Background: an optimization exercise with open tools, aiming at small area, a short achievable clock period and few clock cycles. Do not read the settings as production practice. In this exercise RTL edits were held to simulation tests only and were not proved equivalent to the original. No activity file was given, so power comes from the tool's default toggle rates.

==> flow/design.v <==
package fcrla_pkg;
	localparam int MAX_SAMPLES = 4096;
	localparam int SAMPLE_BITS = 16;
	localparam int LANES    = 4;
	localparam int AVG_W    = 16;
	localparam int COUNT_W  = 13;
	localparam int TIME_W   = 32;
	localparam int IVAL_W   = 16;
	localparam int TALLY_W  = $clog2(MAX_SAMPLES + 1);          
	localparam int TRIPLE_W = TALLY_W + 1;                      
	localparam int SUM_W    = SAMPLE_BITS + $clog2(MAX_SAMPLES);  
	localparam int REM_W    = SUM_W - AVG_W;                    
	localparam int STEPS    = AVG_W / 2;                        
	localparam int CNT_W    = $clog2(STEPS);
	localparam int IN_W     = 104;
	localparam int OUT_W    = 80;
	localparam logic [IVAL_W-1:0] EMIT_INTERVAL_RESET = IVAL_W'(1000);
endpackage
module fcrla_lane (
	input  logic                              clk,
	input  logic                              acc_zero,  
	input  logic                              add,
	input  logic [fcrla_pkg::SAMPLE_BITS-1:0] sample,
	input  logic                              follow,    
	input  logic                              step,
	input  logic [fcrla_pkg::TALLY_W-1:0]     d1,        
	input  logic [fcrla_pkg::TRIPLE_W-1:0]    d3,        
	output logic [fcrla_pkg::AVG_W-1:0]       avg
);
	localparam int SW = fcrla_pkg::SUM_W;
	localparam int RW = fcrla_pkg::REM_W;
	localparam int AW = fcrla_pkg::AVG_W;
	logic [SW-1:0]   acc_q;
	logic [AW:0]     lo_sum;
	logic [SW-AW-1:0] hi_inc;
	logic [SW-1:0]   acc_sum;
	logic [SW-1:0]   acc_d;
	logic [SW-1:0]   div_q;
	logic [RW+1:0]   r4;
	logic [RW+2:0]   s1, s2, s3;
	logic [RW-1:0]   rem;
	logic [1:0]      qd;
	assign lo_sum  = {1'b0, acc_q[AW-1:0]} + {1'b0, sample};
	assign hi_inc  = acc_q[SW-1:AW] + (SW-AW)'(1);
	assign acc_sum = {lo_sum[AW] ? hi_inc : acc_q[SW-1:AW], lo_sum[AW-1:0]};
	always_comb begin
		unique case ({acc_zero, add})
			2'b00: acc_d = acc_q;
			2'b01: acc_d = acc_sum;
			2'b10: acc_d = '0;
			2'b11: acc_d = SW'(sample);
		endcase
	end
	always_ff @(posedge clk) begin
		acc_q <= acc_d;
	end
	assign r4 = div_q[SW-1:AW-2];
	assign s1 = {1'b0, r4} - (RW+3)'(d1);
	assign s2 = {1'b0, r4} - (RW+3)'({d1, 1'b0});
	assign s3 = {1'b0, r4} - (RW+3)'(d3);
	always_comb begin
		if (!s3[RW+2]) begin
			qd  = 2'd3;
			rem = s3[RW-1:0];
		end else if (!s2[RW+2]) begin
			qd  = 2'd2;
			rem = s2[RW-1:0];
		end else if (!s1[RW+2]) begin
			qd  = 2'd1;
			rem = s1[RW-1:0];
		end else begin
			qd  = 2'd0;
			rem = r4[RW-1:0];
		end
	end
	always_ff @(posedge clk) begin
		if (follow) begin
			div_q <= acc_d;
		end else if (step) begin
			div_q <= {rem, div_q[AW-3:0], qd};
		end
	end
	assign avg = div_q[AW-1:0];
endmodule
module four_channel_rate_limited_averager_top (
	input  logic                          clk,
	input  logic                          arst_n,
	input  logic                          s_tvalid,
	output logic                          s_tready,
	input  logic [fcrla_pkg::IN_W-1:0]    s_tdata,
	input  logic [1:0]                    s_tuser,
	output logic                          m_tvalid,
	input  logic                          m_tready,
	output logic [fcrla_pkg::OUT_W-1:0]   m_tdata,
	input  logic                          cfg_we,
	input  logic [fcrla_pkg::IVAL_W-1:0]  cfg_data
);
	localparam int TW = fcrla_pkg::TALLY_W;
	localparam int XW = fcrla_pkg::TRIPLE_W;
	localparam int HW = fcrla_pkg::TIME_W / 2;
	logic [fcrla_pkg::IVAL_W-1:0] ival_q;
	logic                         cfgd_q;    
	logic                         stream_q;
	logic [2*HW-1:0]              last_q;
	logic [HW:0]                  end_q;     
	logic [2*HW-1:0]              cand_last_q;  
	logic [HW:0]                  cand_end_q;   
	logic                         take_last_q;  
	logic                         take_end_q;   
	logic [2*HW-1:0]              last_v;
	logic [HW:0]                  end_v;
	logic [TW-1:0]                tally_q;
	logic [XW-1:0]                triple_q;  
	logic                         ready_q;
	logic                         pend_q;    
	logic                         busy_q;    
	logic                         valid_q;   
	logic [fcrla_pkg::CNT_W-1:0]  cnt_q;
	logic [TW-1:0]                count_q;   
	logic [XW-1:0]                count3_q;
	logic                         accept;
	logic                         start;
	logic                         smp;
	logic [HW-1:0]                now_lo, now_hi, last_hi1;
	logic                         borrow;
	logic                         lt_end;
	logic                         in_window;
	logic                         hi_zero;
	logic                         emit;
	logic                         div_free;
	logic                         load;
	logic                         zero;
	logic                         add;
	logic                         done;
	logic                         busy_d, valid_d, pend_d, free_d;
	logic [TW-1:0]                tally_d, tally_inc;
	logic [XW-1:0]                triple_d, triple_inc;
	logic [HW-1:0]                cand_hi1, kept_hi1;
	logic [HW:0]                  end_sum;
	logic [fcrla_pkg::AVG_W-1:0]  avg [fcrla_pkg::LANES];
	assign now_lo   = s_tdata[1 +: HW];
	assign now_hi   = s_tdata[1 + HW +: HW];
	assign div_free = !busy_q && !valid_q;
	assign load     = pend_q && div_free;
	assign s_tready = ready_q;
	assign accept   = s_tvalid && ready_q;
	assign start    = accept && (s_tuser == 2'd1);
	assign smp      = accept && (s_tuser == 2'd0) && stream_q && s_tdata[0];
	assign zero     = load || start;
	assign add      = smp && (zero || !tally_q[TW-1]);
	assign tally_inc  = tally_q + TW'(1);
	assign triple_inc = triple_q + XW'(3);
	assign tally_d    = zero ? TW'(add) : (add ? tally_inc : tally_q);
	assign triple_d   = zero ? (add ? XW'(3) : '0) : (add ? triple_inc : triple_q);
	assign last_v    = take_last_q ? cand_last_q : last_q;
	assign end_v     = take_end_q ? cand_end_q : end_q;
	assign last_hi1  = take_last_q ? cand_hi1 : kept_hi1;
	assign cand_hi1  = cand_last_q[2*HW-1:HW] + HW'(1);
	assign kept_hi1  = last_q[2*HW-1:HW] + HW'(1);
	assign borrow    = now_lo < last_v[HW-1:0];
	assign lt_end    = now_lo < end_v[HW-1:0];
	assign in_window = end_v[HW] ? (!borrow || lt_end) : (!borrow && lt_end);
	assign hi_zero   = borrow ? (now_hi == last_hi1) : (now_hi == last_v[2*HW-1:HW]);
	assign emit      = smp && hi_zero && in_window ? 1'b0 : smp;
	assign end_sum  = (cfgd_q ? {1'b0, last_v[HW-1:0]} : {1'b0, now_lo}) + (HW+1)'(ival_q);
	assign done    = busy_q && cnt_q == fcrla_pkg::CNT_W'(fcrla_pkg::STEPS - 1);
	assign busy_d  = load || (busy_q && !done);
	assign valid_d = done || (valid_q && !m_tready);
	assign free_d  = !busy_d && !valid_d;
	assign pend_d  = emit || (pend_q && !div_free);
	genvar g;
	generate
		for (g = 0; g < fcrla_pkg::LANES; g++) begin : g_lane
			fcrla_lane u_lane (
				.clk      (clk),
				.acc_zero (zero),
				.add      (add),
				.sample   (s_tdata[33 + 16*g +: fcrla_pkg::SAMPLE_BITS]),
				.follow   (free_d),
				.step     (load || busy_q),
				.d1       (count_q),
				.d3       (count3_q),
				.avg      (avg[g])
			);
		end
	endgenerate
	always_ff @(posedge clk) begin
		tally_q  <= tally_d;
		triple_q <= triple_d;
		if (free_d) begin
			count_q  <= tally_d;
			count3_q <= triple_d;
		end
		if (load) begin
			cnt_q <= fcrla_pkg::CNT_W'(1);
		end else if (busy_q) begin
			cnt_q <= cnt_q + fcrla_pkg::CNT_W'(1);
		end
	end
	always_ff @(posedge clk or negedge arst_n) begin
		if (!arst_n) begin
			ival_q <= fcrla_pkg::EMIT_INTERVAL_RESET;
			cfgd_q <= 1'b0;
		end else begin
			cfgd_q <= cfg_we;
			if (cfg_we) begin
				ival_q <= cfg_data;
			end
		end
	end
	always_ff @(posedge clk or negedge arst_n) begin
		if (!arst_n) begin
			stream_q <= 1'b0;
		end else if (accept && s_tuser == 2'd1) begin
			stream_q <= 1'b1;
		end else if (accept && s_tuser == 2'd2) begin
			stream_q <= 1'b0;
		end
	end
	always_ff @(posedge clk) begin
		cand_last_q <= {now_hi, now_lo};
		cand_end_q  <= end_sum;
	end
	always_ff @(posedge clk or negedge arst_n) begin
		if (!arst_n) begin
			last_q      <= '0;
			end_q       <= (HW+1)'(fcrla_pkg::EMIT_INTERVAL_RESET);
			take_last_q <= 1'b0;
			take_end_q  <= 1'b0;
		end else begin
			last_q      <= last_v;
			end_q       <= end_v;
			take_last_q <= emit;
			take_end_q  <= emit || cfgd_q;
		end
	end
	always_ff @(posedge clk or negedge arst_n) begin
		if (!arst_n) begin
			ready_q <= 1'b1;
			pend_q  <= 1'b0;
			busy_q  <= 1'b0;
			valid_q <= 1'b0;
		end else begin
			ready_q <= !cfg_we && !(pend_d && !free_d);
			pend_q  <= pend_d;
			busy_q  <= busy_d;
			valid_q <= valid_d;
		end
	end
	assign m_tvalid = valid_q;
	assign m_tdata  = {3'b000, count_q, avg[3], avg[2], avg[1], avg[0]};
endmodule
==> flow/run.sh <==
#!/bin/bash
# synth_recipe.tcl (not shown) runs the flow's synth.tcl, then flattens the netlist and writes it again
# the make line also repeats each setting of config.mk as NAME=value (left out here)
make -C /OpenROAD-flow-scripts/flow DESIGN_CONFIG=/design/flow/config.mk WORK_HOME=/design/flow/orfs CLKGATE_MAP_FILE= SYNTH_SCRIPT=/design/flow/synth_recipe.tcl finish
==> flow/config.mk <==
export PLATFORM = sky130hd
export DESIGN_NAME = four_channel_rate_limited_averager_top
export DESIGN_NICKNAME = four_channel_rate_limited_averager_top
export VERILOG_FILES = /design/flow/design.v
export SDC_FILE = /design/flow/constraint.sdc
export NUM_CORES = 4
export LEC_CHECK = 0
export ABC_AREA = 1
export CAP_MARGIN = 20
export CORE_MARGIN = 2
export CORE_UTILIZATION = 40
export SETUP_SLACK_MARGIN = 2.0
export SLEW_MARGIN = 20
==> flow/constraint.sdc <==
create_clock -name core_clock -period 5.5 [get_ports {clk}]
set_input_delay 1.1000 -clock core_clock [delete_from_list [all_inputs] [get_ports {clk}]]
set_output_delay 1.1000 -clock core_clock [all_outputs]
set_load 0.01 [all_outputs]
==> results of run 1 <==
[stage by stage]
step                      std cells  utilization (%)
after CTS                      4630             46.9
after global placement         4531             44.1
final                          4680             47.9
after detailed placement       4531             44.1
after global routing           4679             47.9
after floorplan                3528                -
[path summary, 6_finish.rpt]
kind / from / end / slack, ns / depth (start not counted)
setup / recovery: count3_q[0] / g_lane[0].u_lane.div_q[22] / 2.13 / 15
hold / removal: cand_last_q[31] / last_q[31] / 0.46 / 2
setup reg to reg: count3_q[0] / g_lane[0].u_lane.div_q[22] / 2.13 / 15
hold reg to reg: cand_last_q[31] / last_q[31] / 0.46 / 2
max in group asynchronous: arst_n / end_q[13] / 4.24 / 1
min in group asynchronous: arst_n / ival_q[2] / 0.64 / 1
[logic make-up after synthesis]
kind of cell / count (synthesis)
buffers and inverters: 530
other: 1
muxes: 15
adders and majority gates: 296
AOI/OAI and AO/OA: 841
DFF: 403
and+or+nand+nor: 1286
xor gates and xnor gates: 154
[routing by layer]
metal | wire length, um | global-route usage [%] | up-vias
met2 | 36000 | 35.2 | 561
met1 | 39400 | 32.0 | 11168
li1 | - | - | 12343
met3 | 4390 | 3.37 | 104
met4 | 1860 | 6.37 | 6
met5 | 38 | 0 | -
[power by group]
group / leakage, uW / switching (uW) / internal (uW)
Clock: 0.000816 / 1370 / 2030
Combinational: 0.0101 / 7230 / 4600
Sequential: 0.00406 / 509 / 3990
[worst max-delay path, stage by stage, from the launching register on]
cell and delay (ns):
edfxtp_1 0.48, buf_4 0.20, buf_4 0.14, ha_1 0.20
fa_1 0.41, inv_1 0.12, nand3_1 0.10, o2111ai_1 0.24
nand2_1 0.14, inv_1 0.08, a21oi_1 0.06, buf_4 0.21
inv_1 0.32, o21ai_0 0.17, nand3_1 0.13, nand2_1 0.05
[timing repair]
item                                   CTS  global route
setup endpoints to repair               88           116
resized for setup                       31            80
endpoints found under the hold margin    0             0
gates cloned                             0             1
buffers inserted                        11            44
pin swaps                                1            15
[sequential cells by signal, summed over array words and instances, names as in the netlist, 14 cells and up]
| signal | cells |
|---|---|
| cand_end_q | 17 |
| cand_last_q | 32 |
| count3_q | 14 |
| end_q | 17 |
| g_lane.u_lane.acc_q | 112 |
| g_lane.u_lane.div_q | 112 |
| ival_q | 16 |
| last_q | 32 |
| triple_q | 14 |
[cell usage in the layout, fill, tap and decap left out, types with 20 or more instances in the layout]
cell type          n
dfrtp_1           60
o21ai_1           24
nand2_1          776
edfxtp_1         139
nor3_1            55
buf_4             71
or2_2             24
clkbuf_16         49
nand2_2           20
nand3_1          138
xor2_1            89
a31oi_1           29
dfxtp_1          191
nor2_1           173
a21oi_1          309
a22oi_1           29
inv_1            349
o21ai_0          272
o211ai_1          53
ha_1             277
xnor2_1           65
clkdlybuf4s50_1  195
[final cells by class]
type                    count  area (um^2)  share of cell area (%)
flip-flops and latches    403         9840                    29.9
clock inverters            24          373                    1.13
inverters                 376         1460                    4.44
diodes                      4         10.0                  0.0304
well taps                 931         1160                    3.54
repair buffers            283         2760                    8.40
multi-input cells        2595        16000                    48.6
clock buffers              64         1310                    3.98
==> impl_metrics.csv, run 1 <==
group,metric,value,unit
run_status,status,"complete, no violations",
timing,rsz0062_at_grt,"yes",
synthesis,yosys_warnings,3,
grt,grt_max_degree,142,
synthesis,ys_seq_elements,403,
finish,fill_cells,6814,
critical_path,critical_path.max_fanout,15,
grt,grt.total_usage,22.5,%
critical_path,crit_path_start_kind,"flip-flop",
synthesis,yosys.area_share.simple,19.8,%
clock_network,cts_hold_buf,0,
floorplanning,initial_core_util,40.4,%
clock_network,htreeDepth,2,
routing,num_vias,24182,
floorplanning,die_h,268,um
timing,fmax,0.297,GHz
placed_design,hpwlAfterDp,59500,um
timing,timing_hold_violations_final,0,
placed_design,place.gp.congestion,0.883,
timing,tightest_slew,0.968,ns
clock_network,cts_inserted_buffers,48,
timing,whs,0.463,ns
routing,drt-initial-drc-count,1694,
timing,finalClockSkew,0.0623,ns
power,total_power,19700,uW
floorplanning,die_w,268,um
synthesis,synth_top_family_by_area,"simple AND/OR/NAND/NOR gates",
grt,grt_pass1_vias,22488,
timing,min_period,3.37,ns
synthesis,synth_top_area_share,15.0,%
synthesis,synth.area.mux_share,0.608,%
synthesis,synthCells,3526,
clock_network,clk_pin_slew,0.06,ns
clock_network,cts.sinks,403,
routing,drt_wl_total,81800,um
synthesis,synth_cell_type_count,69,
routing,vias_per_cell,5.17,
clock_network,cts_tree,"built",
synthesis,synth_xor_area_share,4.86,%
power,power_density,599,nW/um^2
critical_path,crit_type,"flip-flop to flip-flop",
clock_network,clockRootBuffer,"clkbuf_16",
synthesis,synth-edff-count,139,
critical_path,worstPathRequired,5.83,ns
critical_path,critical_path_arrival,3.69,ns
clock_network,clock_path_buffers,3,
floorplanning,row_count,96,
synthesis,syn_area_per_cell,7.88,um^2
placed_design,dp_slack,1.10,ns
grt,antenna_found_initial,7,
floorplanning,ios,209,
routing,wl_per_cell,17.5,um
worst_hold_path,min_path_type,"flip-flop to flip-flop",
synthesis,synthArstFlopShare,18.1,%
power,irDropWorstVdd,0.382,mV
synthesis,syn_area,27800,um^2
placed_design,placed_cell_area,30300,um^2
critical_path,end_kind,"flip-flop",
grt,grt_pass1_wl,126000,um
synthesis,synthFlopType,"dfxtp_1",
finish,area_delta_synth_final,18.5,%
finish,final_area,32900,um^2
synthesis,yosysMostFrequentCell,"nand2_1",
floorplanning,die_area,71600,um^2
routing,drc,0,
synthesis,synth_area_leader_cell,"edfxtp_1",
synthesis,synthAdderAreaFrac,13.8,%
timing,tns,0,ns
synthesis,synthTopCellsByArea,"edfxtp_1, dfxtp_1, ha_1, nand2_1, a21oi_1",
clock_network,clk_latency,0.62,ns
timing,fin_crit_sh,61.2,%
synthesis,yosys-top-cells-count,"nand2_1, inv_1, a21oi_1, o21ai_0, ha_1",
timing,setup_viol,0,
finish,drive_gt1_share,9.35,%
routing,first_pass_iters,6,
routing,ant_nets,0,
timing,fin_ws,2.13,ns
finish,fin_nets,4130,
grt,overflow,0,
timing,slew_headroom,35.5,%
placed_design,portBuffers,198,
synthesis,synth_compound_area_share,17.3,%
timing,drv_slew,0,
job,maxCapViolations,0,
power,leakagePower,0.0149,uW
synthesis,synth_seq_area_share,35.4,%
floorplanning,core_area,68700,um^2
Testbench counts, summed over its fixed seeds: cycles 15,879.
==> inputs of run 2 (changes only) <==
--- a/flow/config.mk
+++ b/flow/config.mk
@@ -9,5 +9,5 @@
 export CAP_MARGIN = 20
 export CORE_MARGIN = 2
 export CORE_UTILIZATION = 40
-export SETUP_SLACK_MARGIN = 2.0
+export SETUP_SLACK_MARGIN = 2.5
 export SLEW_MARGIN = 20
==> impl_metrics.csv, run 2 <==
group,metric,value,unit
synthesis,yosys-top-cells-count,"nand2_1, inv_1, a21oi_1, o21ai_0, ha_1",
critical_path,worstPathRequired,5.86,ns
finish,final_common_cell,"nand2_1",
timing,min_period,3.08,ns
critical_path,critical_path.max_fanout,8,
finish,area_delta_synth_final,29.2,%
timing,slew_headroom,30.7,%
routing,drc,0,
power,irDropWorstVdd,0.315,mV
synthesis,synthCells,3526,
grt,overflow,0,
timing,fmax,0.325,GHz
synthesis,syn_area,27800,um^2
critical_path,crit_path_start_kind,"flip-flop",
synthesis,synth_area_leader_cell,"edfxtp_1",
floorplanning,die_h,268,um
routing,ant_nets,0,
critical_path,end_kind,"flip-flop",
clock_network,clk_pin_slew,0.06,ns
timing,rsz0062_at_grt,"yes",
routing,drt-initial-drc-count,1716,
critical_path,crit_type,"flip-flop to flip-flop",
placed_design,portBuffers,198,
synthesis,synth_cell_type_count,69,
critical_path,path_buf_inv,4,
critical_path,cpMostUsedCell,"nor2_1",
worst_hold_path,min_from,"g_lane[3].u_lane.acc_q[27]",
critical_path,reg2reg_slack,2.42,ns
placed_design,place.gp.congestion,0.891,
timing,setup_viol,0,
timing,fin_crit_sh,56.0,%
job,maxCapViolations,0,
run_status,status,"complete, no violations",
critical_path,r2r_start,"count_q[2]",
clock_network,clock_path_buffers,3,
floorplanning,row_count,96,
clock_network,htreeDepth,2,
critical_path,r2r_end,"g_lane[0].u_lane.div_q[24]",
routing,drt_wl_total,86000,um
timing,finalClockSkew,0.0609,ns
floorplanning,die_area,71600,um^2
synthesis,synthArstFlopShare,18.1,%
floorplanning,initial_core_util,40.4,%
synthesis,synthFlopType,"dfxtp_1",
critical_path,cp_cell_sequence,"clkinvlp_4 -> buf_12 -> buf_6 -> ha_4 -> nand2_2 -> nor3_2 -> nor2_1 -> nor2_1 -> nor2_1 -> o21bai_2 -> a21boi_4 -> o21ai_4 -> clkinvlp_4 -> o211ai_1 -> nand3_1 -> o211ai_1 -> nand2_1",
clock_network,clk_latency,0.62,ns
placed_design,hpwlAfterDp,58500,um
routing,wl_per_cell,17.8,um
routing,vias_per_cell,5.20,
clock_network,clockRootBuffer,"clkbuf_16",
critical_path,slowest_delay,0.39,ns
clock_network,cts.sinks,403,
synthesis,syn_area_per_cell,7.88,um^2
finish,reg_top3,"g_lane.u_lane.acc_q: 112 flops, g_lane.u_lane.div_q: 112 flops",
grt,grt_pass1_vias,23135,
worst_hold_path,worst_hold_path.endpoint,"g_lane[3].u_lane.acc_q[27]",
finish,drive_gt1_share,19.3,%
power,power_density,616,nW/um^2
floorplanning,ios,209,
routing,num_vias,25077,
worst_hold_path,min_path_type,"flip-flop to flip-flop",
critical_path,critical_path.top_delay_family,"compound AO/OA/AOI/OAI gates",
floorplanning,core_area,68700,um^2
clock_network,cts_tree,"built",
finish,instances_no_fill,4824,
floorplanning,die_w,268,um
timing,tightest_slew,1.03,ns
synthesis,yosys_warnings,3,
grt,grt.total_usage,23.0,%
synthesis,ys_seq_elements,403,
timing,tns,0,ns
worst_hold_path,hold-path-cell-count,2,
grt,grt_pass1_wl,129000,um
synthesis,yosysMostFrequentCell,"nand2_1",
timing,drv_slew,0,
grt,grt_max_degree,74,
critical_path,critical_path.slowest_cell,"edfxtp_1",
critical_path,critical_path_arrival,3.44,ns
clock_network,cts_inserted_buffers,47,
power,leakagePower,0.0161,uW
timing,timing_hold_violations_final,0,
clock_network,cts_hold_buf,0,
finish,final_cell_mix,"nand2_1, inv_1, a21oi_1",
synthesis,synthTopCellsByArea,"edfxtp_1, dfxtp_1, ha_1, nand2_1, a21oi_1",
synthesis,synth_top_area_share,15.0,%
finish,fin_nets,4271,
routing,first_pass_iters,5,
grt,antenna_found_initial,14,
synthesis,synth_seq_area_share,35.4,%
finish,fill_cells,6527,
placed_design,dp.cells,4526,
synthesis,synth-edff-count,139,
critical_path,reg2regPathDepth,17,
run 2: cell counts after synthesis:
No cell type changed its count.
run 2: cells by family after synthesis:
family | synth area share [%]
and+or+nand+nor | 19.8
AOI/OAI and AO/OA | 17.3
buffers and inverters | 8.25
DFF | 35.4
adders and majority gates | 13.8
xor gates and xnor gates | 4.86
muxes | 0.608
other | 0.0135
run 2: metal layers:
metal | vias up | wire length, um | GRT usage (%)
li1 | 12665 | - | -
met1 | 11706 | 39600 | 31.0
met2 | 559 | 39500 | 37.3
met3 | 135 | 4470 | 4.42
met4 | 12 | 2280 | 6.45
met5 | - | 80 | 0
run 2: worst min-delay path, stage by stage, from the launching register on:
cell	delay [ns]
dfxtp_1	0.29
inv_1	0.05
a21oi_1	0.07
run 2: area by class of cell:
class | count | area [um^2] | share of cell area [%]
multi-input combinational | 2600 | 17600 | 49.0
sequential | 403 | 9840 | 27.4
timing repair buffer | 417 | 4120 | 11.5
inverter | 376 | 1540 | 4.30
clock buffer | 65 | 1280 | 3.58
tap | 931 | 1160 | 3.25
clock inverter | 23 | 293 | 0.816
timing repair inverter | 3 | 18.8 | 0.0523
antenna | 6 | 15.0 | 0.0418
run 2: worst max-delay path by stage:
| stage | end | slack (ns) | startpoint | depth (start not counted) |
|---|---|---|---|---|
| 4_1_cts | g_lane[0].u_lane.div_q[21] | 2.47 | count_q[0] | 19 |
| 2_1_floorplan | g_lane[0].u_lane.div_q[14] | 2.38 | s_tdata[33] | 16 |
| 6_report | g_lane[0].u_lane.div_q[24] | 2.42 | count_q[2] | 17 |
| 3_3_place_gp | g_lane[0].u_lane.div_q[5] | 1.11 | s_tuser[1] | 13 |
| 5_1_grt | g_lane[0].u_lane.div_q[24] | 2.22 | count_q[4] | 16 |
| 3_5_place_dp | g_lane[0].u_lane.div_q[5] | 1.07 | s_tuser[1] | 13 |
run 2: power breakdown:
part	internal, uW	switching (uW)
combinational	6190	8160
clock	1880	1350
sequential	3990	522
run 2: repair_timing:
action	CTS	global route
resized for setup	236	290
pin swaps	48	132
gates cloned	10	2
setup endpoints to repair	242	117
buffers inserted	82	110
run 2: stage by stage:
step / hold WS, ns / setup slack, ns / instance area (um^2) / util [%] / total power [uW]
final: 0.464 / 2.42 / 35900 / 52.2 / 22100
after global routing: 0.474 / 2.22 / 35900 / 52.2 / 23900
after CTS: 0.450 / 2.47 / 33800 / 49.2 / 20100
after detailed placement: 0.436 / 1.07 / 30500 / 44.4 / 15700
after global placement: 0.443 / 1.11 / 30500 / 44.4 / 15600
after floorplan: 0.416 / 2.38 / 28100 / - / 12900
==> inputs of run 3 (changes only) <==
==> flow/flow/run.sh (new file) <==
#!/bin/bash
# The standard layout (the standard.sh: standard synthesis, floorplan, placement, CTS,
# routing), except that the port buffers placement inserts are plain buffers
# (sky130_fd_sc_hd__buf_1) instead of the delay cell ORFS picks by default. Every input and
# output port still gets its own buffer; resizing may upsize it later.
set -euo pipefail
export BUFFER_PORTS_ARGS="-buffer_cell sky130_fd_sc_hd__buf_1"
bash standard.sh finish > standard.log 2>&1
==> flow/standard.sh (new file) <==
#!/bin/bash
# synth_recipe.tcl (not shown) runs the flow's synth.tcl, then flattens the netlist and writes it again
# the make line also repeats each setting of config.mk as NAME=value (left out here)
make -C /OpenROAD-flow-scripts/flow DESIGN_CONFIG=/design/flow/config.mk WORK_HOME=/design/flow/orfs CLKGATE_MAP_FILE= SYNTH_SCRIPT=/design/flow/synth_recipe.tcl "${@:-finish}"
removed: flow/run.sh
==> impl_metrics.csv, run 3 <==
group,metric,value,unit
placed_design,place.gp.congestion,0.858,
finish,insertedDiodeCount,0,
critical_path,crit_start,"count_q[3]",
finish,final_common_cell,"nand2_1",
clock_network,cts.sinks,403,
floorplanning,die_area,71600,um^2
power,p_int,11800,uW
power,power_density,650,nW/um^2
synthesis,synth_top_area_share,15.0,%
critical_path,reg2reg_slack,2.34,ns
timing,min_period,3.16,ns
power,p_switching,10200,uW
critical_path,cpMostUsedCell,"nor2_2",
critical_path,critical_path.slowest_cell,"edfxtp_1",
routing,wl_per_cell,17.5,um
synthesis,synthFlopType,"dfxtp_1",
critical_path,slowest_delay,0.39,ns
clock_network,cts_tree,"built",
routing,drc,0,
finish,final_cell_mix,"nand2_1, inv_1, a21oi_1",
clock_network,htreeDepth,2,
timing,whs,0.446,ns
grt,antenna_found_initial,5,
critical_path,r2r_start,"count_q[3]",
timing,finalClockSkew,0.0382,ns
critical_path,path_depth,15,
job,maxCapViolations,0,
critical_path,crit_type,"flip-flop to flip-flop",
grt,grt.total_usage,22.6,%
timing,setup_viol,0,
clock_network,cts_inserted_buffers,47,
synthesis,synth_cell_type_count,69,
finish,reg_top3,"g_lane.u_lane.acc_q: 112 flops, g_lane.u_lane.div_q: 112 flops",
grt,grt_pass1_wl,127000,um
synthesis,syn_area,27800,um^2
power,leakagePower,0.0152,uW
routing,drt-initial-drc-count,1436,
floorplanning,die_w,268,um
critical_path,reg2regPathDepth,15,
synthesis,synth-edff-count,139,
critical_path,cp_cell_sequence,"clkinvlp_4 -> buf_6 -> ha_4 -> nand2_4 -> o21ai_2 -> nor2_2 -> nor2_2 -> nor2_2 -> o21bai_2 -> a21boi_2 -> o21ai_4 -> clkinvlp_4 -> o211ai_1 -> nand3_1 -> nand2_1",
critical_path,critical_path.top_delay_family,"compound AO/OA/AOI/OAI gates",
finish,drive_gt1_share,17.9,%
routing,num_vias,24934,
placed_design,dp.cells,4524,
timing,rsz0062_at_grt,"yes",
synthesis,synthCells,3526,
clock_network,cts_hold_buf,0,
timing,tightest_slew,0.930,ns
synthesis,synthArstFlopShare,18.1,%
critical_path,worstPathRequired,5.97,ns
finish,fill_cells,6729,
floorplanning,die_h,268,um
timing,fin_crit_sh,57.4,%
critical_path,crit_path_start_kind,"flip-flop",
critical_path,end_kind,"flip-flop",
finish,regArea,9850,um^2
synthesis,syn_area_per_cell,7.88,um^2
timing,timing_hold_violations_final,0,
synthesis,synth_area_leader_cell,"edfxtp_1",
placed_design,hpwlAfterDp,58200,um
power,pwr-share-seq,20.4,%
placed_design,placed_cell_area,29300,um^2
timing,fmax,0.317,GHz
worst_hold_path,min_path_type,"flip-flop to flip-flop",
clock_network,clk_pin_slew,0.07,ns
routing,drt_wl_total,84200,um
timing,tns,0,ns
finish,final_area,33900,um^2
floorplanning,ios,209,
power,pwr-share-clk,14.7,%
finish,area_delta_synth_final,22.1,%
clock_network,clockRootBuffer,"clkbuf_16",
power,p_comb_share,64.9,%
power,irDropWorstVdd,0.331,mV
grt,grt_pass1_vias,22892,
critical_path,path_buf_inv,3,
clock_network,clock_path_buffers,3,
synthesis,yosys_warnings,3,
floorplanning,initial_core_util,40.4,%
run_status,status,"complete, no violations",
floorplanning,row_count,96,
grt,grt_max_degree,142,
routing,ant_nets,0,
grt,overflow,0,
timing,slew_headroom,37.2,%
timing,drv_slew,0,
synthesis,synth_seq_area_share,35.4,%
synthesis,ys_seq_elements,403,
clock_network,clk_latency,0.61,ns
synthesis,yosysMostFrequentCell,"nand2_1",
floorplanning,core_area,68700,um^2
synthesis,synthTopCellsByArea,"edfxtp_1, dfxtp_1, ha_1, nand2_1, a21oi_1",
synthesis,yosys-top-cells-count,"nand2_1, inv_1, a21oi_1, o21ai_0, ha_1",
critical_path,cp-endpoint,"g_lane[0].u_lane.div_q[18]",
placed_design,portBuffers,198,
power,p_sw_share,46.4,%
routing,first_pass_iters,6,
finish,multi_input_area,17100,um^2
finish,fin_nets,4253,
critical_path,r2r_end,"g_lane[0].u_lane.div_q[18]",
critical_path,critical_path_arrival,3.63,ns
routing,vias_per_cell,5.19,
finish,instances_no_fill,4800,
critical_path,critical_path.max_fanout,7,
run 3: what timing repair did:
item	in CTS	in global routing
buffers inserted	101	74
hold endpoints to repair	0	0
gates cloned	10	3
pin swaps	22	97
setup endpoints to repair	211	112
resized for setup	139	290
run 3: final cells by class:
cell class,instances,area share [%]
clock buffers,58,3.77
clock inverters,30,0.934
inverters,376,4.51
multi-input cells,2600,50.5
flip-flops and latches,403,29.0
well taps,931,3.44
repair buffers,397,7.75
repair inverters,5,0.107
run 3: layer usage:
metal | track usage [%] | vias to the layer above | wire length, um
met2 | 37.9 | 523 | 39100
met3 | 4.22 | 112 | 4610
met4 | 4.32 | 10 | 1590
met5 | 0 | - | 69
met1 | 30.5 | 11676 | 38900
li1 | - | 12613 | -
run 3: kinds of logic after synthesis:
group	after synthesis	share of synthesized area (%)
other	1	0.0135
AND/OR/NAND/NOR	1286	19.8
flip-flops	403	35.4
multiplexers	15	0.608
XOR/XNOR	154	4.86
buffers and inverters	530	8.25
adder cells (fa/ha/maj)	296	13.8
AO/OA/AOI/OAI	841	17.3
run 3: worst reg2reg max path, delay by kind of cell (launching register included):
kind / cells / cell delay, ns
flip-flops: 1 / 0.39
AO/OA/AOI/OAI: 5 / 1.06
adder cells (fa/ha/maj): 1 / 0.29
AND/OR/NAND/NOR: 6 / 0.49
buffers and inverters: 3 / 0.79
run 3: per-stage QoR:
stage / util (%) / total power [uW] / worst slack [ns]
6_report: 49.3 / 22000 / 2.34
5_1_grt: 49.3 / 23800 / 2.18
4_1_cts: 46.9 / 20000 / 2.38
3_5_place_dp: 42.6 / 15400 / 1.16
3_3_place_gp: 42.6 / 15300 / 1.21
2_1_floorplan: - / 12900 / 2.38
run 3: power groups by stage:
stage / sequential, uW / combinational, uW / clock [uW]
floorplan: 4360 / 8500 / 0
global placement: 4560 / 10700 / 0
detailed placement: 4560 / 10800 / 0
CTS: 4460 / 12200 / 3310
global route: 4560 / 15800 / 3440
finish: 4480 / 14300 / 3240
run 3: worst min-delay path by stage:
stage	end	startpoint	slack, ns	cells after the start
finish	g_lane[1].u_lane.acc_q[27]	g_lane[1].u_lane.acc_q[27]	0.45	1
global route	g_lane[1].u_lane.acc_q[26]	g_lane[1].u_lane.acc_q[26]	0.48	1
CTS	g_lane[1].u_lane.acc_q[27]	g_lane[1].u_lane.acc_q[27]	0.45	1
detailed placement	g_lane[1].u_lane.acc_q[27]	g_lane[1].u_lane.acc_q[27]	0.44	1
global placement	g_lane[1].u_lane.acc_q[27]	g_lane[1].u_lane.acc_q[27]	0.43	1
floorplan	g_lane[1].u_lane.acc_q[27]	g_lane[1].u_lane.acc_q[27]	0.42	1
==> inputs of run 4 (changes only) <==
--- a/flow/config.mk
+++ b/flow/config.mk
@@ -9,5 +9,7 @@
 export CAP_MARGIN = 20
 export CORE_MARGIN = 2
 export CORE_UTILIZATION = 40
+export CTS_CLUSTER_DIAMETER = 100
+export CTS_CLUSTER_SIZE = 20
 export SETUP_SLACK_MARGIN = 2.5
 export SLEW_MARGIN = 20
==> impl_metrics.csv, run 4 <==
group,metric,value,unit
job,maxCapViolations,0,
synthesis,synth-edff-count,139,
timing,finalClockSkew,0.0314,ns
clock_network,clock_path_buffers,3,
synthesis,synthAdderAreaFrac,13.8,%
grt,grt_max_degree,142,
synthesis,syn_area_per_cell,7.88,um^2
grt,grt.total_usage,22.3,%
routing,drt-initial-drc-count,1453,
grt,grt_pass1_vias,22506,
clock_network,cts.sinks,403,
finish,fill_cells,6805,
critical_path,slowest_delay,0.40,ns
timing,drv_slew,0,
clock_network,clk_pin_slew,0.10,ns
critical_path,critical_path_arrival,3.49,ns
floorplanning,ios,209,
critical_path,r2r_end,"g_lane[0].u_lane.div_q[22]",
routing,vias_per_cell,5.17,
synthesis,synth_top_area_share,15.0,%
timing,slew_headroom,37.7,%
critical_path,r2r_start,"count_q[3]",
critical_path,critical_path.max_fanout,7,
synthesis,synth_seq_area_share,35.4,%
critical_path,path_depth,17,
critical_path,critical_path.top_delay_family,"buffers and inverters",
clock_network,cts_tree,"built",
synthesis,syn_area,27800,um^2
floorplanning,die_h,268,um
routing,wl_per_cell,17.5,um
placed_design,place.gp.congestion,0.858,
placed_design,portBuffers,198,
routing,ant_nets,0,
critical_path,cp-endpoint,"g_lane[0].u_lane.div_q[22]",
critical_path,critical_path.slowest_cell,"edfxtp_1",
power,power_density,628,nW/um^2
critical_path,reg2reg_slack,2.38,ns
timing,fin_ws,2.38,ns
routing,first_pass_iters,8,
synthesis,yosys.area_share.simple,19.8,%
grt,antenna_found_initial,6,
critical_path,cp_cell_sequence,"clkinvlp_4 -> buf_6 -> buf_6 -> ha_4 -> nand2_4 -> o21ai_2 -> nor2_2 -> nor2_2 -> nor2_2 -> o21bai_2 -> a21boi_2 -> o21ai_4 -> clkinvlp_4 -> o211ai_1 -> nand3_1 -> nand3_2 -> nand2_1",
timing,tns,0,ns
synthesis,yosysMostFrequentCell,"nand2_1",
critical_path,crit_start,"count_q[3]",
placed_design,dp_slack,1.16,ns
finish,final_common_cell,"nand2_1",
timing,setup_viol,0,
floorplanning,core_area,68700,um^2
synthesis,synth_top_family_by_area,"simple AND/OR/NAND/NOR gates",
finish,reg_top3,"g_lane.u_lane.acc_q: 112 flops, g_lane.u_lane.div_q: 112 flops",
clock_network,cts_hold_buf,0,
routing,num_vias,24647,
synthesis,synthTopCellsByArea,"edfxtp_1, dfxtp_1, ha_1, nand2_1, a21oi_1",
power,irDropWorstVdd,0.473,mV
synthesis,yosys-top-cells-count,"nand2_1, inv_1, a21oi_1, o21ai_0, ha_1",
critical_path,reg2regPathDepth,17,
synthesis,synth_area_leader_cell,"edfxtp_1",
timing,min_period,3.12,ns
clock_network,clk_latency,0.61,ns
timing,fmax,0.320,GHz
timing,fin_crit_sh,56.8,%
synthesis,yosys_warnings,3,
power,leakagePower,0.0148,uW
timing,rsz0062_at_grt,"yes",
synthesis,synthCells,3526,
routing,drc,0,
floorplanning,die_area,71600,um^2
synthesis,synth_cell_type_count,69,
synthesis,synth_compound_area_share,17.3,%
grt,grt_pass1_wl,126000,um
synthesis,synth.area.mux_share,0.608,%
finish,drive_gt1_share,16.8,%
synthesis,synth_xor_area_share,4.86,%
floorplanning,die_w,268,um
clock_network,cts_inserted_buffers,26,
run_status,status,"complete, no violations",
placed_design,hpwlAfterDp,58200,um
critical_path,path_buf_inv,4,
floorplanning,initial_core_util,40.4,%
clock_network,clockRootBuffer,"clkbuf_16",
critical_path,crit_path_start_kind,"flip-flop",
critical_path,end_kind,"flip-flop",
finish,final_cell_mix,"nand2_1, inv_1, a21oi_1",
synthesis,synthFlopType,"dfxtp_1",
routing,drt_wl_total,83200,um
worst_hold_path,min_path_type,"flip-flop to flip-flop",
synthesis,ys_seq_elements,403,
grt,overflow,0,
finish,area_delta_synth_final,19.3,%
critical_path,cpMostUsedCell,"nor2_2",
clock_network,htreeDepth,1,
synthesis,synthArstFlopShare,18.1,%
worst_hold_path,min_from,"g_lane[1].u_lane.acc_q[27]",
floorplanning,row_count,96,
timing,timing_hold_violations_final,0,
critical_path,crit_type,"flip-flop to flip-flop",
critical_path,worstPathRequired,5.87,ns
timing,tightest_slew,0.922,ns
finish,fin_nets,4237,
-- run 4: power by group --
part / internal (uW) / total [uW] / leakage, uW / switching (uW)
sequential: 3980 / 4470 / 0.00406 / 492
clock: 926 / 2060 / 0.000384 / 1130
combinational: 5940 / 14300 / 0.0104 / 8340
-- run 4: worst min-delay path by stage --
stage / cells past startpoint / end / slack, ns
final: 1 / g_lane[1].u_lane.acc_q[27] / 0.45
after global routing: 1 / g_lane[1].u_lane.acc_q[26] / 0.49
after floorplan: 1 / g_lane[1].u_lane.acc_q[27] / 0.42
after CTS: 1 / g_lane[1].u_lane.acc_q[27] / 0.45
after global placement: 1 / g_lane[1].u_lane.acc_q[27] / 0.43
after detailed placement: 1 / g_lane[1].u_lane.acc_q[27] / 0.44
-- run 4: area by class of cell --
class	count	area [um^2]	area share [%]
Multi-Input combinational cell	2600	17100	51.6
Sequential cell	403	9840	29.7
Timing Repair Buffer	403	2680	8.07
Inverter	376	1530	4.62
Tap cell	931	1160	3.51
Clock buffer	41	717	2.16
Clock inverter	7	83.8	0.253
Timing Repair inverter	4	23.8	0.0717
Antenna cell	1	2.50	0.00755
-- run 4: timing repair --
item / in CTS / in global routing
cloned: 10 / 3
gates resized for setup: 150 / 273
pin swaps: 36 / 101
buffers inserted: 83 / 97
endpoints found under the setup margin: 211 / 125
-- run 4: logic make-up (layout without fill, tap and decap cells) --
| family | after synthesis | after routing |
|---|---|---|
| AOI/OAI and AO/OA | 841 | 841 |
| xor gates and xnor gates | 154 | 154 |
| adders and majority gates | 296 | 296 |
| buffers and inverters | 530 | 831 |
| DFF | 403 | 403 |
| muxes | 15 | 15 |
| other | 1 | 4 |
| and+or+nand+nor | 1286 | 1291 |
-- run 4: routing by layer --
layer / share of wire (%) / vias up / global-route usage, %
met4: 2.7 / 12 / 6.37
met1: 46 / 11456 / 30.2
li1: - / 12548 / -
met3: 5.3 / 109 / 3.96
met5: 0.10 / - / 0
met2: 46 / 522 / 36.5
-- run 4: per-stage QoR --
step | instance area (um^2) | cells | hold WS, ns | power, uW | util, %
after floorplan | 28100 | 3528 | 0.416 | 12900 | -
after global placement | 29300 | 4524 | 0.434 | 15300 | 42.6
after detailed placement | 29300 | 4524 | 0.439 | 15400 | 42.6
after CTS | 31300 | 4665 | 0.452 | 18600 | 45.6
after global routing | 33100 | 4765 | 0.488 | 22600 | 48.2
final | 33100 | 4766 | 0.451 | 20800 | 48.2
==> inputs of run 5 (changes only) <==
--- a/flow/config.mk
+++ b/flow/config.mk
@@ -10,6 +10,6 @@
 export CORE_MARGIN = 2
 export CORE_UTILIZATION = 40
 export CTS_CLUSTER_DIAMETER = 100
-export CTS_CLUSTER_SIZE = 20
+export CTS_CLUSTER_SIZE = 24
 export SETUP_SLACK_MARGIN = 2.5
 export SLEW_MARGIN = 20
==> impl_metrics.csv, run 5 <==
group,metric,value,unit
grt,overflow,0,
timing,finalClockSkew,0.0233,ns
timing,fin_crit_sh,55.6,%
routing,drt-initial-drc-count,1350,
synthesis,synth_compound_area_share,17.3,%
finish,fill_cells,6803,
worst_hold_path,worst_hold_path.endpoint,"g_lane[1].u_lane.acc_q[27]",
routing,vias_per_cell,5.18,
floorplanning,initial_core_util,40.4,%
timing,timing_hold_violations_final,0,
clock_network,clock_path_buffers,3,
clock_network,cts_tree,"built",
routing,num_vias,24692,
run_status,status,"complete, no violations",
critical_path,r2r_start,"take_last_q",
floorplanning,die_area,71600,um^2
synthesis,synth_area_leader_cell,"edfxtp_1",
floorplanning,ios,209,
synthesis,syn_area,27800,um^2
floorplanning,die_h,268,um
grt,grt_pass1_vias,22509,
critical_path,slowest_delay,0.53,ns
clock_network,clk_latency,0.59,ns
critical_path,reg2reg_slack,2.44,ns
critical_path,end_kind,"flip-flop",
critical_path,cp_cell_sequence,"clkinv_4 -> or2_4 -> o21ai_4 -> ha_2 -> a21oi_2 -> nand3b_1 -> a21oi_4 -> nor2_4 -> buf_12 -> buf_6 -> nand3_2 -> nor2_1 -> a21oi_1 -> nand2_2 -> nor2_2 -> nand3_2 -> nand2_2 -> nand2_2 -> a21oi_2",
power,power_density,615,nW/um^2
timing,setup_viol,0,
critical_path,critical_path.max_fanout,8,
power,irDropWorstVdd,0.359,mV
finish,drive_gt1_share,17.1,%
floorplanning,core_area,68700,um^2
synthesis,synthAdderAreaFrac,13.8,%
synthesis,synth.area.mux_share,0.608,%
finish,multi_input_area,17200,um^2
timing,slew_headroom,34.6,%
timing,min_period,3.06,ns
critical_path,r2r_end,"ready_q",
timing,tightest_slew,0.969,ns
grt,grt_pass1_wl,126000,um
critical_path,critical_path_arrival,3.58,ns
finish,reg_top3,"g_lane.u_lane.acc_q: 112 flops, g_lane.u_lane.div_q: 112 flops",
grt,grt.total_usage,22.2,%
synthesis,syn_area_per_cell,7.88,um^2
routing,ant_nets,0,
power,leakagePower,0.0148,uW
finish,insertedDiodeCount,0,
clock_network,clk_pin_slew,0.10,ns
critical_path,cpMostUsedCell,"nand2_2",
synthesis,synth-edff-count,139,
timing,fmax,0.327,GHz
routing,drc,0,
synthesis,synth_top_family_by_area,"simple AND/OR/NAND/NOR gates",
placed_design,place.gp.congestion,0.858,
routing,wl_per_cell,17.5,um
synthesis,yosys-top-cells-count,"nand2_1, inv_1, a21oi_1, o21ai_0, ha_1",
synthesis,synth_xor_area_share,4.86,%
synthesis,synthTopCellsByArea,"edfxtp_1, dfxtp_1, ha_1, nand2_1, a21oi_1",
critical_path,reg2regPathDepth,19,
finish,area_delta_synth_final,20.0,%
finish,regArea,9840,um^2
finish,final_cell_mix,"nand2_1, inv_1, a21oi_1",
floorplanning,row_count,96,
worst_hold_path,min_from,"g_lane[1].u_lane.acc_q[27]",
synthesis,synth_top_area_share,15.0,%
synthesis,yosys.area_share.simple,19.8,%
clock_network,cts.sinks,403,
placed_design,portBuffers,198,
timing,drv_slew,0,
finish,final_area,33300,um^2
finish,final_common_cell,"nand2_1",
synthesis,synth_seq_area_share,35.4,%
routing,drt_wl_total,83500,um
clock_network,cts_hold_buf,0,
worst_hold_path,min_path_type,"flip-flop to flip-flop",
clock_network,cts_inserted_buffers,24,
critical_path,worstPathRequired,6.02,ns
synthesis,synthArstFlopShare,18.1,%
placed_design,hpwlAfterDp,58200,um
routing,first_pass_iters,5,
synthesis,synth_cell_type_count,69,
job,maxCapViolations,0,
critical_path,critical_path.slowest_cell,"dfrtp_2",
worst_hold_path,hold-path-cell-count,1,
grt,grt_max_degree,142,
clock_network,clockRootBuffer,"clkbuf_16",
clock_network,htreeDepth,1,
placed_design,placed_cell_area,29300,um^2
critical_path,crit_type,"flip-flop to flip-flop",
critical_path,crit_path_start_kind,"flip-flop",
finish,fin_nets,4240,
timing,rsz0062_at_grt,"yes",
synthesis,ys_seq_elements,403,
grt,antenna_found_initial,5,
timing,tns,0,ns
synthesis,yosysMostFrequentCell,"nand2_1",
synthesis,synthFlopType,"dfxtp_1",
synthesis,yosys_warnings,3,
floorplanning,die_w,268,um
synthesis,synthCells,3526,
==> run 5: cell counts after synthesis <==
No cell type changed its count.
==> run 5: worst max-delay path by stage <==
stage / slack, ns / cells past startpoint / end / start
after floorplan: 2.38 / 16 / g_lane[0].u_lane.div_q[14] / s_tdata[33]
after CTS: 2.40 / 15 / g_lane[3].u_lane.div_q[22] / count3_q[0]
final: 2.44 / 19 / ready_q / take_last_q
after global placement: 1.21 / 16 / g_lane[3].u_lane.div_q[10] / s_tvalid
after global routing: 2.24 / 21 / ready_q / take_last_q
after detailed placement: 1.16 / 16 / g_lane[3].u_lane.div_q[10] / s_tvalid
==> run 5: final cells by class <==
type	count	share of cell area [%]
Timing Repair Buffer	406	8.14
Tap cell	931	3.50
Inverter	376	4.60
Sequential cell	403	29.5
Timing Repair inverter	5	0.101
Clock buffer	34	2.01
Clock inverter	10	0.394
Multi-Input combinational cell	2601	51.7
==> run 5: timing repair <==
item | CTS | global route
gates cloned | 9 | 4
setup endpoints to repair | 214 | 134
pin swaps | 20 | 123
gates resized for setup | 131 | 305
buffers inserted | 81 | 103
==> run 5: cells by family (layout without fill, tap and decap cells) <==
logic type      after synthesis  count (layout)
buf+inv                     530             831
flops                       403             403
xor+xnor                    154             154
mux                          15              15
fa+ha+maj                   296             296
simple gates               1286            1292
compound gates              841             841
other cells                   1               3
==> run 5: layer usage <==
| metal | share of wire [%] | track usage, % | routed length, um | vias up |
|---|---|---|---|---|
| met3 | 5.1 | 2.89 | 4290 | 92 |
| met5 | 0.083 | 0 | 69 | - |
| met2 | 46 | 37.7 | 38700 | 515 |
| met4 | 2.0 | 3.32 | 1690 | 10 |
| met1 | 46 | 30.7 | 38700 | 11521 |
| li1 | - | - | - | 12554 |
==> run 5: where the power goes <==
group / leakage [uW] / switching, uW / total, uW / internal [uW]
registers: 0.00406 / 514 / 4490 / 3980
logic: 0.0104 / 8120 / 13900 / 5810
clock network: 0.000390 / 1160 / 2060 / 906
total: 0.0148 / 9790 / 20500 / 10700
==> run 5: metrics by stage <==
stage | total power, uW | cells | utilization, % | hold WS [ns] | worst slack [ns]
after global routing | 22200 | 4766 | 48.5 | 0.482 | 2.24
after detailed placement | 15400 | 4524 | 42.6 | 0.439 | 1.16
after floorplan | 12900 | 3528 | - | 0.416 | 2.38
final | 20500 | 4766 | 48.5 | 0.456 | 2.44
after global placement | 15300 | 4524 | 42.6 | 0.434 | 1.21
after CTS | 18500 | 4658 | 45.5 | 0.453 | 2.40
==> run 5: worst max-delay path, delay by kind of cell (launching register included) <==
family / cells / cell delay (ns)
DFF: 1 / 0.53
AOI/OAI and AO/OA: 5 / 0.71
buffers and inverters: 3 / 0.45
and+or+nand+nor: 10 / 1.10
adders and majority gates: 1 / 0.20
==> inputs of run 6 (changes only) <==
--- a/flow/design.v
+++ b/flow/design.v
@@ -136,6 +136,7 @@
 	logic [TW-1:0]                tally_d, tally_inc;
 	logic [XW-1:0]                triple_d, triple_inc;
 	logic [HW-1:0]                cand_hi1, kept_hi1;
+	logic                         cmd_smp, smp_ok;
 	logic [HW:0]                  end_sum;
 	logic [fcrla_pkg::AVG_W-1:0]  avg [fcrla_pkg::LANES];
 	assign now_lo   = s_tdata[1 +: HW];
@@ -144,10 +145,12 @@
 	assign load     = pend_q && div_free;
 	assign s_tready = ready_q;
 	assign accept   = s_tvalid && ready_q;
-	assign start    = accept && (s_tuser == 2'd1);
-	assign smp      = accept && (s_tuser == 2'd0) && stream_q && s_tdata[0];
+	assign cmd_smp  = s_tvalid && (s_tuser == 2'd0) && s_tdata[0];
+	assign smp_ok   = ready_q && stream_q;
+	assign start    = s_tvalid && (s_tuser == 2'd1) && ready_q;
+	assign smp      = cmd_smp && smp_ok;
 	assign zero     = load || start;
-	assign add      = smp && (zero || !tally_q[TW-1]);
+	assign add      = cmd_smp && smp_ok && (load || !tally_q[TW-1]);
 	assign tally_inc  = tally_q + TW'(1);
 	assign triple_inc = triple_q + XW'(3);
 	assign tally_d    = zero ? TW'(add) : (add ? tally_inc : tally_q);
--- a/flow/config.mk
+++ b/flow/config.mk
@@ -5,7 +5,6 @@
 export SDC_FILE = /design/flow/constraint.sdc
 export NUM_CORES = 4
 export LEC_CHECK = 0
-export ABC_AREA = 1
 export CAP_MARGIN = 20
 export CORE_MARGIN = 2
 export CORE_UTILIZATION = 40
==> impl_metrics.csv, run 6 <==
group,metric,value,unit
clock_network,htreeDepth,1,
clock_network,clock_path_buffers,3,
clock_network,cts_tree,"built",
clock_network,clockRootBuffer,"clkbuf_16",
power,pwr-share-clk,9.2,%
timing,tns,0,ns
timing,fmax,0.273,GHz
timing,min_period,3.66,ns
routing,drt-initial-drc-count,1583,
finish,fin_nets,3839,
power,p_int,12100,uW
synthesis,synth-edff-count,139,
critical_path,worstPathRequired,6.02,ns
power,pwr-share-seq,19.3,%
finish,drive_gt1_share,22.3,%
power,p_sw_share,43.7,%
timing,setup_viol,0,
synthesis,ys_seq_elements,403,
synthesis,yosys-top-cells-count,"nand2_1, ha_1, nor2_1, dfxtp_1, a21oi_1",
job,maxCapViolations,0,
routing,first_pass_iters,6,
timing,drv_slew,0,
power,leakagePower,0.0148,uW
finish,reg_top3,"g_lane.u_lane.acc_q: 112 flops, g_lane.u_lane.div_q: 112 flops",
synthesis,synthCells,3064,
synthesis,synth_top_area_share,14.9,%
timing,finalClockSkew,0.0202,ns
timing,fin_crit_sh,66.6,%
finish,area_delta_synth_final,24.4,%
finish,utilization,50.0,%
critical_path,critical_path.max_fanout,6,
placed_design,portBuffers,198,
floorplanning,core_area,69700,um^2
finish,instances_no_fill,4373,
timing,tightest_slew,1.01,ns
placed_design,hpwlAfterDp,54000,um
timing,rsz0062_at_grt,"yes",
critical_path,crit_path_start_kind,"flip-flop",
synthesis,synthArstFlopShare,18.1,%
timing,slew_headroom,32.8,%
synthesis,yosys_warnings,3,
worst_hold_path,min_path_type,"flip-flop to flip-flop",
finish,final_common_cell,"nand2_1",
placed_design,dp.cells,4067,
synthesis,synth_seq_area_share,35.1,%
floorplanning,die_h,269,um
routing,wl_per_cell,18.4,um
run_status,status,"complete, no violations",
synthesis,syn_area,28000,um^2
critical_path,crit_type,"flip-flop to flip-flop",
critical_path,end_kind,"flip-flop",
grt,overflow,0,
critical_path,critical_path_arrival,4.18,ns
routing,ant_nets,0,
power,irDropWorstVdd,0.324,mV
floorplanning,ios,209,
timing,timing_hold_violations_final,0,
routing,drt_wl_total,80400,um
synthesis,synth_cell_type_count,101,
routing,drc,0,
clock_network,clk_pin_slew,0.10,ns
grt,antenna_found_initial,8,
synthesis,yosysMostFrequentCell,"nand2_1",
placed_design,place.gp.congestion,0.811,
finish,final_cell_mix,"nand2_1, nor2_1, ha_1",
finish,fill_cells,6526,
power,p_switching,9390,uW
routing,num_vias,23453,
floorplanning,die_area,72200,um^2
clock_network,cts_inserted_buffers,22,
floorplanning,die_w,269,um
synthesis,synthTopCellsByArea,"edfxtp_1, dfxtp_1, ha_1, dfrtp_1, nand2_1",
synthesis,syn_area_per_cell,9.15,um^2
floorplanning,initial_core_util,40.2,%
synthesis,synthFlopType,"dfxtp_1",
synthesis,synth_area_leader_cell,"edfxtp_1",
floorplanning,row_count,97,
clock_network,clk_latency,0.58,ns
grt,grt_pass1_wl,123000,um
routing,vias_per_cell,5.36,
grt,grt_pass1_vias,22200,
clock_network,cts.sinks,403,
power,power_density,616,nW/um^2
grt,grt.total_usage,21.4,%
power,p_comb_share,71.5,%
grt,grt_max_degree,113,
-- run 6: path summary, 6_finish.rpt --
| path | to | slack (ns) | start | depth (start not counted) |
|---|---|---|---|---|
| min reg2reg | cnt_q[1] | 0.48 | cnt_q[1] | 2 |
| max | ready_q | 1.84 | take_last_q | 15 |
| max reg2reg | ready_q | 1.84 | take_last_q | 15 |
| max in group asynchronous | ival_q[8] | 4.04 | arst_n | 2 |
| min in group asynchronous | end_q[4] | 0.53 | arst_n | 1 |
| min | cnt_q[1] | 0.48 | cnt_q[1] | 2 |
-- run 6: through the flow --
stage | setup slack, ns | hold WS, ns | total power, uW | area, um^2
after CTS | 1.98 | 0.475 | 19900 | 33600
after floorplan | 1.79 | 0.438 | 12500 | 28800
after detailed placement | 1.04 | 0.458 | 14600 | 29900
final | 1.84 | 0.477 | 21500 | 34800
after global placement | 1.06 | 0.452 | 14600 | 29900
after global routing | 1.69 | 0.496 | 22900 | 34800
-- run 6: worst max-delay path: stages (launching register included) --
cell,delay [ns]
dfrtp_4,0.51
buf_12,0.16
buf_12,0.15
mux2i_4,0.18
inv_1,0.11
ha_4,0.18
and4b_1,0.23
o22a_1,0.24
xnor2_2,0.19
a31oi_2,0.13
a2111oi_4,0.37
o2111ai_2,0.19
a2111oi_4,0.39
o2111ai_4,0.25
o211ai_1,0.16
a32o_1,0.15
-- run 6: layout make-up --
cell class                      count  area (um^2)  share of cell area [%]
Multi-Input combinational cell   2372        19000                    54.6
Sequential cell                   403         9850                    28.3
Timing Repair Buffer              483         3520                    10.1
Tap cell                          940         1180                    3.37
Clock buffer                       36          677                    1.94
Inverter                          134          544                    1.56
Clock inverter                      4         52.6                   0.151
Antenna cell                        1         2.50                 0.00718
-- run 6: layer usage --
layer  up-vias  global-route usage (%)  part of all wire [%]
met4        12                    3.50                   1.7
li1      11684                       -                     -
met5         -                       0                  0.10
met1     11172                    30.0                    47
met3        90                    3.16                   5.0
met2       495                    35.3                    46
-- run 6: timing repair --
| action | 4_1_cts | 5_1_grt |
|---|---|---|
| hold buffers | 0 | 0 |
| setup buffers | 192 | 63 |
| setup endpoints to repair | 205 | 129 |
| pin swaps | 171 | 181 |
| gates resized for setup | 269 | 176 |
| gates cloned | 8 | 2 |
-- run 6: power by group through the flow --
stage / Sequential (uW) / Combinational, uW / Clock, uW
global route: 4200 / 16600 / 2110
global placement: 4210 / 10400 / 0
CTS: 4130 / 13700 / 2030
detailed placement: 4210 / 10400 / 0
floorplan: 4080 / 8420 / 0
finish: 4140 / 15400 / 1970
-- run 6: cells by family (layout without fill, tap and decap cells) --
kind of cell	after synthesis	count (layout)	share of synthesized area (%)
AOI/OAI and AO/OA	726	728	17.1
muxes	157	157	5.93
buffers and inverters	296	657	5.30
xor gates and xnor gates	220	220	6.88
adders and majority gates	296	296	13.7
DFF	403	403	35.1
other	1	4	0.0134
and+or+nand+nor	965	968	16.0
Testbench counts of run 6, summed over its fixed seeds: cycles 15,879.
==> inputs of run 7 (changes only) <==
--- a/flow/config.mk
+++ b/flow/config.mk
@@ -5,10 +5,11 @@
 export SDC_FILE = /design/flow/constraint.sdc
 export NUM_CORES = 4
 export LEC_CHECK = 0
+export ABC_AREA = 1
 export CAP_MARGIN = 20
 export CORE_MARGIN = 2
 export CORE_UTILIZATION = 40
 export CTS_CLUSTER_DIAMETER = 100
 export CTS_CLUSTER_SIZE = 24
-export SETUP_SLACK_MARGIN = 2.5
+export SETUP_SLACK_MARGIN = 2.2
 export SLEW_MARGIN = 20
==> impl_metrics.csv, run 7 <==
group,metric,value,unit
power,leakagePower,0.0138,uW
critical_path,r2r_start,"count_q[0]",
placed_design,place.gp.congestion,0.849,
synthesis,synthCells,3626,
critical_path,critical_path.top_delay_family,"simple AND/OR/NAND/NOR gates",
clock_network,cts_inserted_buffers,25,
timing,drv_slew,0,
synthesis,synth_area_leader_cell,"edfxtp_1",
timing,tightest_slew,0.876,ns
critical_path,critical_path.max_fanout,10,
synthesis,synth_seq_area_share,35.4,%
critical_path,crit_type,"flip-flop to flip-flop",
synthesis,synthTopCellsByArea,"edfxtp_1, dfxtp_1, ha_1, nand2_1, a21oi_1",
finish,area_delta_synth_final,10.4,%
floorplanning,core_area,68700,um^2
synthesis,syn_area_per_cell,7.66,um^2
placed_design,placed_cell_area,29100,um^2
clock_network,htreeDepth,1,
routing,drt-initial-drc-count,1577,
floorplanning,die_h,267,um
critical_path,critical_path.slowest_cell,"edfxtp_1",
synthesis,synth-edff-count,139,
synthesis,synth_top_area_share,15.0,%
floorplanning,ios,209,
critical_path,slowest_delay,0.43,ns
critical_path,cp_cell_sequence,"buf_12 -> ha_1 -> fa_1 -> o21ai_2 -> a21oi_1 -> o21bai_2 -> nand3_1 -> nand2_4 -> inv_1 -> nor2_2 -> nand2_1 -> o21ai_0 -> nor2_1 -> o22ai_1 -> inv_1",
finish,final_common_cell,"nand2_1",
finish,regArea,9840,um^2
power,power_density,633,nW/um^2
critical_path,cpMostUsedCell,"inv_1",
timing,slew_headroom,41.6,%
routing,drt_wl_total,76600,um
critical_path,r2r_end,"g_lane[1].u_lane.div_q[16]",
synthesis,yosysMostFrequentCell,"nand2_1",
floorplanning,die_w,267,um
grt,grt_max_degree,147,
synthesis,synthArstFlopShare,18.1,%
finish,instances_no_fill,4714,
placed_design,hpwlAfterDp,55200,um
grt,grt.total_usage,20.9,%
floorplanning,die_area,71500,um^2
timing,fmax,0.315,GHz
clock_network,clk_pin_slew,0.10,ns
timing,finalClockSkew,0.0260,ns
timing,whs,0.341,ns
timing,setup_viol,0,
finish,drive_gt1_share,7.33,%
critical_path,crit_path_start_kind,"flip-flop",
critical_path,reg2reg_slack,2.33,ns
clock_network,clk_latency,0.60,ns
floorplanning,initial_core_util,40.4,%
grt,antenna_found_initial,2,
clock_network,cts.sinks,403,
placed_design,portBuffers,198,
timing,min_period,3.17,ns
timing,fin_crit_sh,57.6,%
power,irDropWorstVdd,0.552,mV
grt,grt_pass1_vias,22333,
finish,reg_top3,"g_lane.u_lane.acc_q: 112 flops, g_lane.u_lane.div_q: 112 flops",
critical_path,path_depth,15,
finish,utilization,44.6,%
routing,num_vias,24035,
critical_path,critical_path_arrival,3.53,ns
critical_path,worstPathRequired,5.86,ns
run_status,status,"complete, no violations",
critical_path,path_buf_inv,3,
finish,fin_nets,4186,
finish,final_area,30600,um^2
timing,tns,0,ns
finish,fill_cells,7030,
routing,drc,0,
clock_network,cts_tree,"built",
worst_hold_path,min_path_type,"primary input to asynchronous set/reset pin",
synthesis,yosys-top-cells-count,"nand2_1, inv_1, a21oi_1, o21ai_0, ha_1",
job,maxCapViolations,0,
critical_path,cp-endpoint,"g_lane[1].u_lane.div_q[16]",
grt,grt_pass1_wl,119000,um
timing,rsz0062_at_grt,"yes",
critical_path,crit_start,"count_q[0]",
synthesis,synthFlopType,"dfxtp_1",
finish,multi_input_area,15900,um^2
routing,wl_per_cell,16.3,um
grt,overflow,0,
clock_network,clockRootBuffer,"clkbuf_16",
routing,ant_nets,0,
timing,timing_hold_violations_final,0,
placed_design,dp.cells,4620,
critical_path,end_kind,"flip-flop",
synthesis,ys_seq_elements,403,
routing,vias_per_cell,5.10,
synthesis,synth_cell_type_count,58,
synthesis,syn_area,27800,um^2
clock_network,clock_path_buffers,3,
synthesis,yosys_warnings,3,
routing,first_pass_iters,5,
finish,final_cell_mix,"nand2_1, inv_1, a21oi_1",
floorplanning,row_count,96,
critical_path,reg2regPathDepth,15,
run 7: cell types whose count changed in the layout (fill, tap and decap cells not counted), moves of 88 or more:
cell	before	now
nand2_1	333	878
inv_1	116	375
buf_4	199	53
nand3_1	60	177
a21oi_1	143	313
mux2i_1	88	0
o21ai_0	115	286
run 7: worst min-delay path by stage:
stage,endpoint,cells after the start
global placement,last_q[31],2
CTS,ival_q[11],1
floorplan,tally_q[11],1
global route,ival_q[11],1
finish,ival_q[11],1
detailed placement,last_q[31],2
run 7: layout make-up:
type                    instances  share of cell area (%)
inverters                     394                    4.97
clock inverters                15                   0.612
repair inverters                1                  0.0245
diodes                          2                  0.0163
clock buffers                  30                    2.14
flip-flops and latches        403                    32.1
repair buffers                262                    4.34
well taps                     931                    3.80
multi-input cells            2676                    52.0
run 7: timing repair:
action,CTS,global route
resized for setup,35,89
cloned,1,4
setup buffers,17,25
hold buffers,0,0
pin swaps,0,12
endpoints found under the setup margin,66,76
run 7: cells by family after synthesis:
family                     after synthesis  share of synthesized area [%]
AOI/OAI and AO/OA                      795                           15.9
xor gates and xnor gates               137                           4.32
DFF                                    403                           35.4
adders and majority gates              296                           13.8
other                                    1                         0.0135
buffers and inverters                  553                           8.52
muxes                                   15                          0.608
and+or+nand+nor                       1426                           21.5
run 7: stage by stage:
| stage | worst slack (ns) | total power, uW |
|---|---|---|
| after global routing | 2.16 | 21300 |
| final | 2.33 | 19400 |
| after detailed placement | 1.22 | 16600 |
| after global placement | 1.24 | 16500 |
| after CTS | 2.07 | 19100 |
| after floorplan | 2.21 | 13800 |
run 7: power by group:
group	switching, uW	internal, uW	total [uW]	leakage (uW)
Combinational	7920	4640	12600	0.00942
Clock	1170	953	2130	0.000403
Sequential	534	4180	4710	0.00399
run 7: per-layer routing:
metal | routed length (um) | share of wire (%) | up-vias | GRT usage (%)
met3 | 3430 | 4.5 | 94 | 2.42
met5 | 0 | 0 | - | 0
li1 | - | - | 12453 | -
met2 | 34200 | 45 | 463 | 34.3
met1 | 37100 | 48 | 11025 | 29.0
met4 | 1980 | 2.6 | 0 | 5.65

[what the ideal ports hide]
In the flow no input, the clock included, has a driving cell. The finished layouts below were timed again as built, in two steps.
Step 1 (the two cells are an assumption about what drives the block):
set clk [get_ports {clk}]
set_driving_cell -lib_cell sky130_fd_sc_hd__clkbuf_16 $clk
set_driving_cell -lib_cell sky130_fd_sc_hd__buf_2 [delete_from_list [all_inputs] $clk]
Step 2 adds t to the input delays and takes it off the output delays; t is the mean of the earliest and latest rising clock arrival at the registers after step 1. Input paths then give back, and output paths get back, about the clock's delay inside the block.
Slacks: ideal / step 1 / step 2; pairs: ideal / step 1.
| run | t (ns) | setup slack, ns | hold slack, ns | worst setup path at the end |
|---|---|---|---|---|
| run 1 | 0.657 | 2.135 / 2.135 / 1.515 | 0.463 / 0.463 / 0.463 | input to register |
| run 2 | 0.656 | 2.423 / 2.423 / 1.831 | 0.464 / 0.464 / 0.464 | input to register |
| run 3 | 0.655 | 2.344 / 2.344 / 1.951 | 0.446 / 0.446 / 0.446 | input to register |
| run 4 | 0.662 | 2.378 / 2.378 / 1.964 | 0.451 / 0.451 / 0.451 | input to register |
| run 5 | 0.647 | 2.442 / 2.442 / 1.940 | 0.456 / 0.440 / 0.456 | input to register |
| run 6 | 0.633 | 1.838 / 1.838 / 1.442 | 0.477 / 0.477 / 0.477 | input to register |
| run 7 | 0.648 | 2.329 / 2.329 / 1.756 | 0.341 / 0.299 / 0.472 | input to register |
After both steps every run listed still meets setup and hold. The setup slack of run 1, which loses most, moves by 0.000 ns with the drivers and by -0.620 ns with both steps.
